Source: an optimization exercise on an open RTL-to-GDS flow (aim: small area and a short achievable clock period). Production flows keep margins and buffers that such runs may drop.
The RTL was checked by simulation tests, not by an equivalence proof against the original design.
Power figures rest on the tool's default switching activity, not on a simulated workload.

// ex_stage
module ex_stage (
    input  logic                  clk,
    input  logic                  rst,
    input  logic [32-1:0]   instr_i,
    input  logic [32-1:0]   data_a_i,
    input  logic [32-1:0]   data_b_i,
    input  logic [32-1:0]   npc_i,
    input  logic                  valid_i,
    input  logic [5:0]            ip_i,
    output logic                  out_valid_o,
    output logic                  reg_write_o,
    output logic [32-1:0]   result_o,
    output logic                  redirect_o,
    output logic [32-1:0]   redirect_pc_o,
    output logic                  exception_o,
    output logic [4:0]            exc_code_o
);
    logic [5:0]  op, fn;
    logic [4:0]  rs, rd;
    logic [15:0] imm;
    assign op  = instr_i[31:26];
    assign fn  = instr_i[5:0];
    assign rs  = instr_i[25:21];
    assign rd  = instr_i[15:11];
    assign imm = instr_i[15:0];
    logic sp, i_alu, br, jmp, jreg, cop0, eret, mfc0, mtc0;
    logic sp_alu, sys, brk, rsv, ovf_cand;
    assign sp    = op == 6'h00;
    assign i_alu = op[5:3] == 3'b001;
    assign br    = op[5:2] == 4'b0001;
    assign jmp   = op[5:1] == 5'b00001;
    assign cop0  = op == 6'h10;
    assign eret  = cop0 & instr_i[25] & (fn == 6'h18);
    assign mfc0  = cop0 & (rs == 5'd0);
    assign mtc0  = cop0 & (rs == 5'd4);
    assign jreg  = sp & (fn[5:1] == 5'b00100);
    assign sys   = sp & (fn == 6'h0c);
    assign brk   = sp & (fn == 6'h0d);
    assign sp_alu = sp & ((fn[5:3] == 3'b100) | (fn[5:1] == 5'b10101) |
                          ((fn[5:3] == 3'b000) & (fn[1:0] != 2'b01)));
    assign rsv    = sp ? !(sp_alu | jreg | sys | brk)
                       : !(i_alu | br | jmp | eret | mfc0 | mtc0);
  ...
Size in the first run: roughly 2100 cells after synthesis, roughly 180 flip-flops, ~210 I/O pins, about 18000 sq um of cells after synthesis.
clock: 8.0 ns
lec_check: 0
cap_margin: 20
core_margin: 2
core_utilization: 40
setup_slack_margin: 4
slew_margin: 20
run.sh (not shown) runs the stock make flow with config.mk's settings and CLKGATE_MAP_FILE= SYNTH_SCRIPT=/design/flow/synth_recipe.tcl, a recipe that flattens the netlist after the stock synthesis.
==> next run, changes <==
SETUP_SLACK_MARGIN = unset   (was 4)
Total power decreases by about a fifth.
Worst setup slack got worse by 1900 ps.
Synthesized cell count stays the same.
Die area does not change.
Final area decreases by a quarter to a third.
==> next run, changes <==
SETUP_SLACK_MARGIN = 3   (was unset)
After rerunning: Final cell count rose by 2.4%; wire length goes up by 2.5%; synthesized area stays the same; clock power is higher by 4.3%; fmax increases by 34%; count of clock-buffer cells in the layout falls by 2; final area rose by 7.8%; power went up by 6.5%; non-clock buffer count came out higher by 63; critical path depth stays the same; sequential share of layout area came out lower by 1.4 points.

ex_stage, a different RTL version from the one above (not shown whole).
For scale: ~2900 cells after synthesis, about 180 flip-flops, ~210 I/O pins, about 17000 sq um of cells after synthesis.
// ex_stage
module ex_stage (
    input  logic                  clk,
    input  logic                  rst,
    input  logic [32-1:0]   instr_i,
    input  logic [32-1:0]   data_a_i,
    input  logic [32-1:0]   data_b_i,
    input  logic [32-1:0]   npc_i,
    input  logic                  valid_i,
    input  logic [5:0]            ip_i,
    output logic                  out_valid_o,
    output logic                  reg_write_o,
    output logic [32-1:0]   result_o,
    output logic                  redirect_o,
    output logic [32-1:0]   redirect_pc_o,
    output logic                  exception_o,
    output logic [4:0]            exc_code_o
);
export LEC_CHECK = 0
export ABC_AREA = 1
export CAP_MARGIN = 20
export CORE_MARGIN = 2
export CORE_UTILIZATION = 40
export SETUP_SLACK_MARGIN = 4
export SLEW_MARGIN = 20
create_clock -name core_clock -period 8.0 [get_ports {clk}]
standard.sh (not shown) runs the stock make flow with config.mk's settings and CLKGATE_MAP_FILE= SYNTH_SCRIPT=/design/flow/synth_recipe.tcl, a recipe that flattens the netlist after the stock synthesis.
==> flow/flow/run.sh <==
#!/bin/bash
# The standard layout (ORFS, standard synthesis script and steps) with three ORFS
# variables changed: no full-adder extraction (ADDER_MAP_FILE empty), Yosys's default
# carry-lookahead map instead of the Kogge-Stone one (SYNTH_OPERATIONS_ARGS set), and
# port buffers of the plain buffer cell. Registers, names and all later steps are the
# standard flow's. The full make output goes to standard.log in the work folder.
set -euo pipefail
bash standard.sh ADDER_MAP_FILE= SYNTH_OPERATIONS_ARGS=-noshare \
  "BUFFER_PORTS_ARGS=-buffer_cell sky130_fd_sc_hd__buf_2" finish > standard.log 2>&1
Edit:
SETUP_SLACK_MARGIN = 3.5   (was 4)
What happened: Hold slack is about the same. Cell area falls by 8.8%. Core utilization falls by 4.5 points. Worst setup slack gets worse by 0.38 ns.

Another version of the RTL of ex_stage (not shown whole).
Size in the first run: about 2700 cells after synthesis, ~180 flip-flops, ~16000 um^2 of cells after synthesis.
==> flow/design.v (excerpt) <==
module ex_stage (
    input  logic                  clk,
    input  logic                  rst,
    input  logic [32-1:0]   instr_i,
    input  logic [32-1:0]   data_a_i,
    input  logic [32-1:0]   data_b_i,
    input  logic [32-1:0]   npc_i,
    input  logic                  valid_i,
    input  logic [5:0]            ip_i,
    output logic                  out_valid_o,
    output logic                  reg_write_o,
    output logic [32-1:0]   result_o,
    output logic                  redirect_o,
    output logic [32-1:0]   redirect_pc_o,
    output logic                  exception_o,
    output logic [4:0]            exc_code_o
);
    logic [5:0]  op, fn;
    logic [4:0]  rs, rd;
    logic [15:0] imm;
    assign op  = instr_i[31:26];
    assign fn  = instr_i[5:0];
    assign rs  = instr_i[25:21];
    assign rd  = instr_i[15:11];
    assign imm = instr_i[15:0];
    logic sp, i_alu, br, jmp, jreg, cop0, eret, mfc0, mtc0;
    logic sp_alu, sys, brk, rsv, ovf_cand;
    assign sp    = op == 6'h00;
    assign i_alu = op[5:3] == 3'b001;
    assign br    = op[5:2] == 4'b0001;
    assign jmp   = op[5:1] == 5'b00001;
    assign cop0  = op == 6'h10;
    assign eret  = cop0 & instr_i[25] & (fn == 6'h18);
    assign mfc0  = cop0 & (rs == 5'd0);
  ...
==> flow/config.mk <==
export PLATFORM = sky130hd
export DESIGN_NAME = ex_stage
export DESIGN_NICKNAME = ex_stage
export VERILOG_FILES = /design/flow/design.v
export SDC_FILE = /design/flow/constraint.sdc
export NUM_CORES = 4
export LEC_CHECK = 0
export ABC_AREA = 1
export CAP_MARGIN = 5
export CORE_MARGIN = 2
export CORE_UTILIZATION = 40
export PLACE_DENSITY = 0.85
export SETUP_SLACK_MARGIN = 3.8
export SLEW_MARGIN = 5
==> flow/constraint.sdc <==
create_clock -name core_clock -period 8.0 [get_ports {clk}]
set_input_delay 1.6000 -clock core_clock [delete_from_list [all_inputs] [get_ports {clk}]]
set_output_delay 1.6000 -clock core_clock [all_outputs]
set_load 0.01 [all_outputs]
==> flow/flow/run.sh <==
#!/bin/bash
# The standard layout (ORFS make targets, the standard flow's synthesis script) with these changes:
#  - synthesis: no full-adder extraction (ADDER_MAP_FILE empty), Yosys's default
#    Brent-Kung carry map instead of the Kogge-Stone one (SYNTH_OPERATIONS_ARGS set), and
#    ABC mapping with flow/abc_area.script (ORFS's area script with a delay relaxation of 0.5 for
#    area recovery, map -B 0.5 instead of 0.9). It runs from a copy of ORFS's scripts folder that differs
#    only in that file; registers, their names and cell types are the standard synthesis's.
#  - port buffers of the plain buffer cell.
# Each step's full output goes to a log of its own in the work folder.
set -euo pipefail
W=$PWD
rm -rf "$W/orfs_scripts"
cp -r "$FLOW_HOME/scripts" "$W/orfs_scripts"
cp "$W/flow/abc_area.script" "$W/orfs_scripts/abc_area.script"
bash standard.sh SCRIPTS_DIR="$W/orfs_scripts" ADDER_MAP_FILE= SYNTH_OPERATIONS_ARGS=-noshare \
  synth > synth.log 2>&1
bash standard.sh ADDER_MAP_FILE= SYNTH_OPERATIONS_ARGS=-noshare \
  "BUFFER_PORTS_ARGS=-buffer_cell sky130_fd_sc_hd__buf_1" finish > standard.log 2>&1
==> flow/flow/abc_area.script <==
strash
dch
map -B 0.5
topo
stime -c
buffer -c
upsize -c
dnsize -c
The first run went through all stages and came out clean.
Next try:
--- a/flow/flow/run.sh
+++ b/flow/flow/run.sh
@@ -3,6 +3,6 @@
 #  - synthesis: no full-adder extraction (ADDER_MAP_FILE empty), Yosys's default
 #    Brent-Kung carry map instead of the Kogge-Stone one (SYNTH_OPERATIONS_ARGS set), and
-#    ABC mapping with flow/abc_area.script (ORFS's area script with a delay relaxation of 0.5 for
-#    area recovery, map -B 0.5 instead of 0.9). It runs from a copy of ORFS's scripts folder that differs
+#    ABC mapping with flow/abc_area.script (ORFS's area script with area-only mapping, map -a, in place of
+#    map -B 0.9). It runs from a copy of ORFS's scripts folder that differs
 #    only in that file; registers, their names and cell types are the standard synthesis's.
 #  - port buffers of the plain buffer cell.
==> flow/flow/abc_area.script (replaced) <==
strash
dch
map -a
topo
stime -c
buffer -c
upsize -c
dnsize -c
SETUP_SLACK_MARGIN = 3.7   (was 3.8)
Result:
- The changed run passed the timing, design-rule and antenna checks
- setup slack gets worse by 1200 ps
- clock skew is lower by 4.4 ps
- sequential share of layout area drops by 2.2 points
- total power goes up by a quarter to a third
- flip-flop and latch count does not change
- worst hold slack hardly moves
- utilization climbs by 7.4 points
- final area went up by roughly a tenth
- via count went down by a few percent
- fmax is lower by about a fifth
Next try:
--- a/flow/flow/run.sh
+++ b/flow/flow/run.sh
@@ -3,6 +3,6 @@
 #  - synthesis: no full-adder extraction (ADDER_MAP_FILE empty), Yosys's default
 #    Brent-Kung carry map instead of the Kogge-Stone one (SYNTH_OPERATIONS_ARGS set), and
-#    ABC mapping with flow/abc_area.script (ORFS's area script with area-only mapping, map -a, in place of
-#    map -B 0.9). It runs from a copy of ORFS's scripts folder that differs
+#    ABC mapping with flow/abc_area.script (ORFS's area script with a delay relaxation of 0.5 for
+#    area recovery, map -B 0.5 instead of 0.9). It runs from a copy of ORFS's scripts folder that differs
 #    only in that file; registers, their names and cell types are the standard synthesis's.
 #  - port buffers of the plain buffer cell.
==> flow/flow/abc_area.script (replaced) <==
strash
dch
map -B 0.5
topo
stime -c
buffer -c
upsize -c
dnsize -c
PLACE_DENSITY = 0.9   (was 0.85)
The changed run finished clean. Fmax increases by 27%. Clock-buffer cell count increases by 3. Cell area decreases by 11%. Total power decreases by 18%. Wire length increases by 3.4%. Worst setup slack gets better by 1200 ps. Clock skew barely changes. Sequential power decreases by about 10%. Via count increases by 3.6%. Sequential share of layout area increases by 2.5 points.
Next try:
PLACE_DENSITY = 0.85   (was 0.9)
What happened: Via count is lower by 0.46%. Global-route usage is lower by 1.5 points. Routed wire length is lower by 4.1%. Worst hold slack barely changes. Clock skew is higher by 6.8 ps. Synthesized cell count does not change. Synthesized area stays the same. Maximum frequency stays flat. Setup slack is about the same. Cell count barely changes.

Setup of job 8851:
ex_stage, a different RTL version from the one above (not shown whole).
Size in the first run: ~2,700 cells after synthesis, ~180 flip-flops, about 210 I/O pins, about 16,000 µm² of cells after synthesis.
==> flow/config.mk <==
export PLATFORM = sky130hd
export DESIGN_NAME = ex_stage
export DESIGN_NICKNAME = ex_stage
export VERILOG_FILES = /design/flow/design.v
export SDC_FILE = /design/flow/constraint.sdc
export NUM_CORES = 4
export LEC_CHECK = 0
export ABC_AREA = 1
export CAP_MARGIN = 5
export CORE_MARGIN = 2
export CORE_UTILIZATION = 40
export PLACE_DENSITY = 0.85
export SETUP_SLACK_MARGIN = 3.9
export SLEW_MARGIN = 5
==> flow/constraint.sdc <==
create_clock -name core_clock -period 8.0 [get_ports {clk}]
set_input_delay 1.6000 -clock core_clock [delete_from_list [all_inputs] [get_ports {clk}]]
set_output_delay 1.6000 -clock core_clock [all_outputs]
set_load 0.01 [all_outputs]
==> flow/flow/run.sh <==
#!/bin/bash
# The standard layout (ORFS make targets, the standard flow's synthesis script) with these changes:
#  - synthesis: no full-adder extraction (ADDER_MAP_FILE empty), Yosys's default
#    Brent-Kung carry map instead of the Kogge-Stone one (SYNTH_OPERATIONS_ARGS set), and
#    ABC mapping with flow/abc_area.script (ORFS's area script with a delay relaxation of 0.5 for
#    area recovery, map -B 0.5 instead of 0.9). It runs from a copy of ORFS's scripts folder that differs
#    only in that file; registers, their names and cell types are the standard synthesis's.
#  - port buffers of the plain buffer cell.
# Each step's full output goes to a log of its own in the work folder.
set -euo pipefail
W=$PWD
rm -rf "$W/orfs_scripts"
cp -r "$FLOW_HOME/scripts" "$W/orfs_scripts"
cp "$W/flow/abc_area.script" "$W/orfs_scripts/abc_area.script"
bash standard.sh SCRIPTS_DIR="$W/orfs_scripts" ADDER_MAP_FILE= SYNTH_OPERATIONS_ARGS=-noshare \
  synth > synth.log 2>&1
bash standard.sh ADDER_MAP_FILE= SYNTH_OPERATIONS_ARGS=-noshare \
  "BUFFER_PORTS_ARGS=-buffer_cell sky130_fd_sc_hd__buf_1" finish > standard.log 2>&1
==> flow/flow/abc_area.script <==
strash
dch
map -B 0.5
topo
stime -c
buffer -c
upsize -c
dnsize -c
## Diff of input files: job 1229 against job 8851
# job 8851
export LEC_CHECK = 0
export ABC_AREA = 1
export CAP_MARGIN = 5
export CORE_MARGIN = 2
export CORE_UTILIZATION = 40
export PLACE_DENSITY = 0.85
export SETUP_SLACK_MARGIN = 3.9
export SLEW_MARGIN = 5
create_clock -name core_clock -period 8.0 [get_ports {clk}]
# job 1229
export LEC_CHECK = 0
export ABC_AREA = 1
export CAP_MARGIN = 5
export CORE_MARGIN = 2
export CORE_UTILIZATION = 40
export PLACE_DENSITY = 0.85
export SETUP_SLACK_MARGIN = 3.7
export SLEW_MARGIN = 5
create_clock -name core_clock -period 8.0 [get_ports {clk}]
==> comparison <==
Job 8851 -> job 1229: number of rows in the core area delta 0, exact match
Number of antenna repair diodes delta for job 1229 relative to job 8851: 3 lower
Total area of sequential cells delta (job 8851 -> job 1229): insignificant
Job 1229: clock-cell share of area is 0.18 points higher than what job 8851 reported.
Job 1229 -> job 8851: clock input transition at the sequential cells of the worst setup and hold paths flat
Side by side, post-cts repair resize count turned out lower in job 1229 than in job 8851.
Job 8851 has higher routed wire length than job 1229.
Detailed route, job 1229 vs job 8851: via total lower for job 1229
Multi-input logic portion of the cell area ended up 0.26 points higher on job 1229 than on job 8851.
Job 1229 against job 8851: met3 layer wire length in the routed design fell 340 µm, combined buffer and inverter count along the critical path rose 2.
## Diff of input files: job 8401 against job 1229
# job 1229
export LEC_CHECK = 0
export ABC_AREA = 1
export CAP_MARGIN = 5
export CORE_MARGIN = 2
export CORE_UTILIZATION = 40
export PLACE_DENSITY = 0.85
export SETUP_SLACK_MARGIN = 3.7
export SLEW_MARGIN = 5
create_clock -name core_clock -period 8.0 [get_ports {clk}]
# job 8401
export LEC_CHECK = 0
export ABC_AREA = 1
export CAP_MARGIN = 5
export CORE_MARGIN = 2
export CORE_UTILIZATION = 40
export PLACE_DENSITY = 0.85
export SETUP_SLACK_MARGIN = 3.6
export SLEW_MARGIN = 5
create_clock -name core_clock -period 8.0 [get_ports {clk}]
--- outcome ---
The higher combinational power share came out of job 1229.
Looking at fmax, job 8401 sits 3.2% below job 1229.
Ratio of final minimum period to clock period ended up 1.8 points higher on job 8401 than on job 1229.
Job 8401 finished every step from synthesis to the final layout, and the layout passed the timing, design-rule and antenna checks.
Job 8401 against job 1229: setup slack decreased 0.14 ns, filler cell count in the final layout increased about 0.6%.

Starting RTL as in the previous note.
==> flow/config.mk <==
export PLATFORM = sky130hd
export DESIGN_NAME = ex_stage
export DESIGN_NICKNAME = ex_stage
export VERILOG_FILES = /design/flow/design.v
export SDC_FILE = /design/flow/constraint.sdc
export NUM_CORES = 4
export LEC_CHECK = 0
export ABC_AREA = 1
export CAP_MARGIN = 0
export CORE_MARGIN = 2
export CORE_UTILIZATION = 40
export PLACE_DENSITY = 0.85
export SETUP_SLACK_MARGIN = 3.7
export SLEW_MARGIN = 0
==> flow/constraint.sdc <==
create_clock -name core_clock -period 8.0 [get_ports {clk}]
set_input_delay 1.6000 -clock core_clock [delete_from_list [all_inputs] [get_ports {clk}]]
set_output_delay 1.6000 -clock core_clock [all_outputs]
set_load 0.01 [all_outputs]
Scripts as last shown in full above: flow/flow/run.sh, flow/flow/abc_area.script
The baseline went through all stages and came out clean.
Edit:
Settings changed: CAP_MARGIN 0 to 5, CORE_UTILIZATION 40 to 55, SLEW_MARGIN 0 to 5.
After rerunning: Total power rises by 0.79%. Global-route usage rises by 12 points. Design area falls by 0.90%.
Edit:
Settings changed: CAP_MARGIN 5 to 20, CORE_UTILIZATION 55 to 40, SLEW_MARGIN 5 to 20.
=>
- via count goes down by about 3%
- clock-buffer cell count does not change
- die area goes up by about 37%
- final area goes up by about 1.2%
- critical path depth goes up by 10
- register-to-register slack gains 0.03 ns
- power is about the same
- first-iteration DRC count goes down by 5.9%
- worst setup slack gains 0.075 ns
Edit:
Settings changed: GPL_TIMING_DRIVEN set to 0.
Outcome: Routed wire length went up by 12%; cell count came out higher by 4.4%; maximum frequency rises by 0.96%; die area is unchanged; global-route usage increases by 5.7 points; final area went up by 5.5%; non-clock buffer count rose by 151; via count is higher by 4.1%; setup slack gets better by 0.042 ns; sequential cell count stays the same.

[re-timing with driven ports]
In the flow no input, the clock included, has a driving cell. The finished layouts below were timed again as built, in two steps.
Step 1 sets driving cells, clkbuf_16 on the clock port and buf_2 on the other inputs (assumed; they add their load-dependent delay and slew).
Step 2 also shifts input and output timing later by t, the mid clock arrival at the registers, as if the neighbouring blocks saw the same clock.
Slacks: ideal ports / drivers / drivers and shift; pairs: ideal ports / drivers.
run	shift t [ns]	setup slack, ns	latest minus earliest clock arrival (ns)	worst data-port slew with drivers (ns)
the first run of note 1	0.554	3.238 / 3.239 / 2.685	0.024 / 0.023	0.10
the second run of note 1	0.565	1.307 / 1.301 / 0.736	0.026 / 0.026	0.08
the third run of note 1	0.554	2.995 / 3.031 / 2.476	0.018 / 0.019	0.08
the first run of note 2	0.560	3.916 / 3.824 / 3.264	0.031 / 0.031	0.16
the second run of note 2	0.555	3.537 / 3.531 / 2.976	0.030 / 0.030	0.16
the first run of note 3	0.528	3.788 / 3.745 / 3.241	0.019 / 0.019	0.09
the second run of note 3	0.526	2.577 / 2.524 / 2.465	0.013 / 0.013	0.08
the third run of note 3	0.514	3.731 / 3.711 / 3.197	0.013 / 0.013	0.07
the fourth run of note 3	0.518	3.729 / 3.754 / 3.236	0.021 / 0.020	0.06
job 8851	0.519	3.825 / 3.773 / 3.343	0.020 / 0.020	0.14
job 1229	0.522	3.708 / 3.735 / 3.214	0.019 / 0.019	0.07
job 8401	0.518	3.564 / 3.592 / 3.075	0.020 / 0.019	0.07
the first run of note 5	0.522	3.708 / 3.735 / 3.214	0.019 / 0.019	0.07
the second run of note 5	0.516	3.537 / 3.523 / 3.006	0.019 / 0.019	0.09
the third run of note 5	0.515	3.612 / 3.641 / 3.126	0.022 / 0.022	0.06
the fourth run of note 5	0.528	3.654 / 3.677 / 3.149	0.017 / 0.016	0.10
After both steps every run listed still meets setup and hold. The setup slack of the first run of note 2, which loses most, moves by -0.092 ns with the drivers and by -0.652 ns with both steps.
